From an optimization exercise on the open Yosys and OpenROAD flow, aimed at small area; shortcuts taken in it are not production practice.
The RTL was checked by simulation tests, not by an equivalence proof against the original design.
Power figures rest on the tool's default switching activity, not on a simulated workload.

`flow/design.v`:
```
package cpuIsaPkg;
	typedef enum logic [31-27:0] {
		opNop  = 5'd0,
		opAdd  = 5'd1,
		opSub  = 5'd2,
		opAnd  = 5'd3,
		opOr   = 5'd4,
		opAddi = 5'd5,
		opAndi = 5'd6,
		opOri  = 5'd7,
		opLdi  = 5'd8,
		opOut  = 5'd9
	} opcodeT;
	typedef logic [4-1:0] regSelT;
	typedef logic [18:0] immT;
	typedef logic [32-1:0] wordT;
endpackage
package cpuCtrlPkg;
	typedef enum logic [2:0] {
		stFetch   = 3'd0,
		stT1      = 3'd1,
		stT2      = 3'd2,
		stT3      = 3'd3,
		stOutWait = 3'd4
	} stepT;
	typedef enum logic [1:0] {
		aluAdd = 2'd0,
		aluSub = 2'd1,
		aluAnd = 2'd2,
		aluOr  = 2'd3
	} aluOpT;
endpackage
`timescale 1ns/100ps
module cpuTop (
	input  logic                   clock,
	input  logic                   arstN,
	input  logic [32-1:0] instrData,
	input  logic                   instrValid,
	output logic                   instrReady,
	output logic [32-1:0] outData,
	output logic                   outValid,
	input  logic                   outReady
);
	localparam int W = 32;
	localparam int N = 16;
	localparam int S = N - 1;
	logic [4:0]   phase;
	logic         clearing;
	logic         busy;
	logic         swapped;
	logic         frozen;
	logic [3:0]   raSaved;
	logic         carry;
	logic [W-1:0] ring [N];
	logic [4:0] op;
	logic [3:0] ra, rb, rc;
	assign op = instrData[31:27];
	assign ra = instrData[26:23];
	assign rb = instrData[22:19];
	assign rc = instrData[18:15];
	logic isSub, isLdi, isOut, isWrite, isImm, logAnd, logOr;
	assign isSub   = (op == 5'd2);
	assign isLdi   = (op == 5'd8);
	assign isOut   = (op == 5'd9);
	assign isWrite = (op >= 5'd1) && (op <= 5'd8);
	assign isImm   = (op >= 5'd5) && (op <= 5'd8);
	assign logAnd  = (op == 5'd3) || (op == 5'd6);
	assign logOr   = (op == 5'd4) || (op == 5'd7);
	logic phase0, phase31, startOk, active, swapIn, swapBack, swapping;
	assign phase0   = (phase == 5'd0);
	assign phase31  = (phase == 5'd31);
	assign startOk  = instrValid && !clearing && !swapped;
	assign active   = phase0 ? startOk : busy;
	assign swapIn   = active && isOut;
	assign swapBack = swapped && !frozen;
	assign swapping = swapIn || swapBack;
	assign instrReady = active && phase31;
	logic [N-1:0] tap;
	always_comb
		for (int i = 0; i < N; i++)
			tap[i] = ring[i][0];
	logic [3:0] wIdx, selA;
	assign wIdx = swapBack ? raSaved : ra;
	assign selA = (isOut || swapBack) ? wIdx : rb;
	logic aBit, bBit, immBit, opA, opB, cin, sum, res, wd;
	assign aBit   = tap[selA];
	assign immBit = (phase > 5'd18) ? instrData[18] : instrData[phase];
	assign bBit   = isImm ? immBit : tap[rc];
	assign opA = aBit && !(isLdi && rb == 4'd0);
	assign opB = bBit ^ isSub;
	assign cin = phase0 ? isSub : carry;
	assign sum = opA ^ opB ^ cin;
	assign res = logAnd ? (aBit & bBit) : (logOr ? (aBit | bBit) : sum);
	assign wd  = !clearing && (swapping ? tap[S] : res);
	always_ff @(posedge clock)
		carry <= (opA & opB) | (opA & cin) | (opB & cin);
	logic [N-1:0] wr;
	always_comb
		for (int i = 0; i < N; i++)
			wr[i] = clearing || (((active && isWrite) || swapping) && wIdx == 4'(i));
	always_ff @(posedge clock)
		for (int i = 0; i < S; i++)
			ring[i] <= {wr[i] ? wd : tap[i], ring[i][W-1:1]};
	always_ff @(posedge clock)
		if (!frozen)
			ring[S] <= {swapping ? aBit : (wr[S] ? wd : tap[S]), ring[S][W-1:1]};
	assign outData = ring[S];
	always_ff @(posedge clock)
		if (swapIn && phase31)
			raSaved <= ra;
	always_ff @(posedge clock or negedge arstN) begin
		if (!arstN) begin
			phase    <= 5'd0;
			clearing <= 1'b1;
			busy     <= 1'b0;
			swapped  <= 1'b0;
			frozen   <= 1'b0;
			outValid <= 1'b0;
		end else begin
			phase <= phase + 5'd1;
			busy  <= active && !phase31;
			if (phase31) begin
				clearing <= 1'b0;
				if (swapIn) begin
					swapped <= 1'b1;
					frozen  <= 1'b1;
				end else if (frozen && !outValid) begin
					frozen  <= 1'b0;
				end else if (swapBack) begin
					swapped <= 1'b0;
				end
			end
			if (outValid && outReady)
				outValid <= 1'b0;
			else if (swapIn && phase31)
				outValid <= 1'b1;
		end
	end
endmodule
```
`flow/flow/run.sh`:
```
#!/bin/bash
# Standard layout (standard.sh) with two changes: the ports are buffered
# with buf_1, and CTS builds the clock tree without dummy loads, using the
# buffers and clustering in params.sh. Each tool's output goes to the ORFS
# logs under orfs/logs; make's own output goes to standard.log.
source flow/params.sh
export BUFFER_PORTS_ARGS="-buffer_cell sky130_fd_sc_hd__buf_1"
export CTS_ARGS="-sink_clustering_enable -repair_clock_nets -dont_use_dummy_load $CTS_EXTRA"
bash standard.sh > standard.log 2>&1
```
`flow/flow/params.sh`:
```
CTS_EXTRA="-buf_list sky130_fd_sc_hd__clkbuf_4 -sink_clustering_size 12 -sink_clustering_max_diameter 40"
```
`flow/standard.sh`:
```
#!/bin/bash
# synth_recipe.tcl (not shown) runs the flow's synth.tcl, then flattens the netlist and writes it again
# the make line also repeats each setting of config.mk as NAME=value (left out here)
make -C /OpenROAD-flow-scripts/flow DESIGN_CONFIG=/design/flow/config.mk WORK_HOME=/design/flow/orfs CLKGATE_MAP_FILE= SYNTH_SCRIPT=/design/flow/synth_recipe.tcl "${@:-finish}"
```
`flow/config.mk`:
```
export PLATFORM = sky130hd
export DESIGN_NAME = cpuTop
export DESIGN_NICKNAME = cpuTop
export VERILOG_FILES = /design/flow/design.v
export SDC_FILE = /design/flow/constraint.sdc
export NUM_CORES = 4
export LEC_CHECK = 0
export ABC_AREA = 1
export CAP_MARGIN = 20
export CORE_MARGIN = 2
export CORE_UTILIZATION = 60
export SLEW_MARGIN = 20
```
`flow/constraint.sdc`:
```
create_clock -name core_clock -period 10.0 [get_ports {clock}]
set_input_delay 2.0000 -clock core_clock [delete_from_list [all_inputs] [get_ports {clock}]]
set_output_delay 2.0000 -clock core_clock [all_outputs]
set_load 0.01 [all_outputs]
```
==> run summary <==
-- synthesized netlist by cell type, drive strengths merged --
cell	instances
o211ai	7
nor3	2
a31oi	2
xor2	3
mux2	1
nand3	65
nand3b	1
dfxtp	481
nand4	3
a21o	1
nand2	75
clkbuf	2
nor2	24
or2	2
o21a	1
edfxtp	36
o21ai	34
fa	1
buf	7
inv	50
a21oi	16
ha	4
or4	1
dfstp	1
dfrtp	9
-- routing by layer --
layer	global-route usage, %	up-vias	share of wire (%)	wire length [µm]
met5	0	-	0	0
met4	6.43	0	2.3	398
met3	4.14	33	6.9	1190
met2	23.5	168	42	7170
met1	23.2	2660	49	8420
li1	-	2874	-	-
-- cell type report --
cell class                 count  share of cell area, %
antenna                        2                 0.0371
sequential                   527                   81.2
inverter                      50                   1.39
clock buffer                  52                   2.89
tap                          270                   2.50
multi-input combinational    243                   10.0
timing repair buffer          69                   1.92
-- logic make-up after synthesis --
logic type	Yosys count	share of synthesized area, %
AO/OA/AOI/OAI	61	3.20
multiplexers	1	0.0897
XOR/XNOR	3	0.209
adder cells (fa/ha/maj)	5	0.558
buffers and inverters	59	1.95
flip-flops	527	87.3
AND/OR/NAND/NOR	173	6.70
-- worst paths after layout --
check / startpoint / to / slack, ns / cells past startpoint
max reg2reg: frozen / ring[12][31] / 6.10 / 18
max in group asynchronous: arstN / frozen / 8.18 / 1
min: ring[13][26] / ring[13][25] / 0.25 / 0
min reg2reg: ring[13][26] / ring[13][25] / 0.25 / 0
max: instrValid / instrReady / 5.36 / 6
min in group asynchronous: arstN / phase[1] / 1.37 / 1
-- critical path: cells and delay by family --
kind,cells,cell delay [ns]
buf+inv,2,0.24
simple gates,2,0.14
compound gates,2,0.27
-- cells in the final DEF (no fill, tap or decap), drive strengths merged, types with 7 or more instances in the layout --
| cell type | count |
|---|---|
| dfxtp | 481 |
| inv | 50 |
| nor2 | 24 |
| o211ai | 7 |
| a21oi | 16 |
| nand2 | 75 |
| edfxtp | 36 |
| o21ai | 34 |
| clkbuf | 52 |
| buf | 69 |
| nand3 | 65 |
| dfrtp | 9 |
-- metrics by stage --
step	instance area, µm²	worst slack, ns	utilization [%]
CTS	13500	5.36	66.2
floorplan	12600	5.57	-
finish	13500	5.36	66.3
global route	13500	5.27	66.3
detailed placement	13100	5.15	64.3
global placement	13100	5.27	64.3
-- sequential cells by signal (all words and copies together) (netlist names) --
register	cells
ring	512
phase	5
raSaved	4
busy	1
carry	1
clearing	1
frozen	1
outValid	1
swapped	1
-- power breakdown --
part,internal [mW],switching [mW],leakage [nW]
clock,0.240,0.543,0.239
sequential,2.16,0.0128,4.38
combinational,0.0228,0.0530,0.831
==> metrics.yaml <==
outcome: "timing/DRC/antenna clean"
final_cells: 1213
gp_congestion: 0.908
maxCapViolCount: 0
hold_path_class: "flop to flop"
critical_path.max_stage_delay_ns: 0.16
crit_fanout: 4
rsz0062_at_grt: "false"
dp_cells: 1159
drtPass1Iterations: 5
h-tree-depth: 2
cts.clk_slew.worst_paths_ns: 0.11
drive_gt1_share_pct: 10.5
p_leak_nw: 5.45
postCtsSetupRepairBufs: 0
yosysUniqueCellTypes: 39
yosys.area.top_type: "dfxtp_1"
crit_chain: "buf_1, nand2_1, o21ai_1, o21ai_2, nor2_1, buf_1"
start_kind: "input pin"
synthCells: 829
relSlewSlack_pct: 56.3
grt_start_max_net_pins: 34
synth.net_count: 870
hpwl_um: 11000
antenna_found_initial: 1
fillers: 1481
die_y_um: 149
clkLatencyLatePin_ns: 0.70
ys_ff_latch: 527
yosys_warnings: 2
finalNetCount: 984
grt_pass1_vias: 5752
slew_violations: 0
multiInputGateArea_um2: 1350
grtUsageTotal_pct: 16.1
max-clock-path-buffers: 3
cts_sinks: 527
path_class: "input pin to primary output"
grt_pass1_wl_um: 28200
postCtsHoldBufs: 0
hold_viol: 0
core_area_um2: 20400
synth_top_area_share_pct: 76.7
cts_root_buffer: "clkbuf_4"
post-route-min-period_ns: 4.64
regArea_um2: 11000
first_iter_violations: 211
max_slew.worst_pin.slew_ns: 0.654
peakVddDrop_mv: 0.156
finalCritPeriodShare_pct: 46.4
total_power_mw: 3.03
fp.dieArea_um2: 22100
antenna_left: 0
synth_area_leaders: "dfxtp_1, edfxtp_1, nand3_1"
holdWs_ns: 0.246
syn_area_um2: 12600
endpoint_kind: "primary output"
fmax_mhz: 215
gr-total-overflow: 0
cts_tree: "built"
fin_tns_setup_ns: 0
post_drt_via_cell_ratio: 4.73
num_rows: 52
initial_core_util_pct: 61.7
syn_to_final_growth_pct: 7.44
cts_buffers: 52
wl_um: 17200
ys_seq_area_share_pct: 87.3
die_x_um: 149
arrival_ns: 2.64
powerDensity_nw_per_um2: 225
synth_area_per_cell_um2: 15.1
finalClockSkew_ns: 0.130
ctsResizeCount: 0
vias: 5735
ios: 70
portBuffers: 69
drc_errors: 0
cp_slowest_cell: "o21ai_1"
cp_common_cell: "buf_1"
setup_viol: 0
wire_per_inst_um: 14.2
cp.required_ns: 8.00

afterwards: timing with drivers on the ports:
In the flow no input, the clock included, has a driving cell. The finished layout below was timed again as built, in two steps. Step 1 sets driving cells, clkbuf_16 on the clock port and buf_2 on the other inputs (assumed; they add their load-dependent delay and slew). Step 2 times the ports against the registers' clock, not the clock port: input delays grow and output delays shrink by t, the midpoint of the rising clock arrivals with the driver on. Slacks: ideal ports / drivers / drivers and shift; pairs: ideal ports / drivers.
shift t [ns]: 0.674
slack for setup (ns): 5.356 / 5.327 / 5.123
cell pins on the clock port's net: 1
After both steps this run still meets setup and hold. For this run, drivers alone change the setup slack by -0.029 ns; drivers and shift together by -0.233 ns.
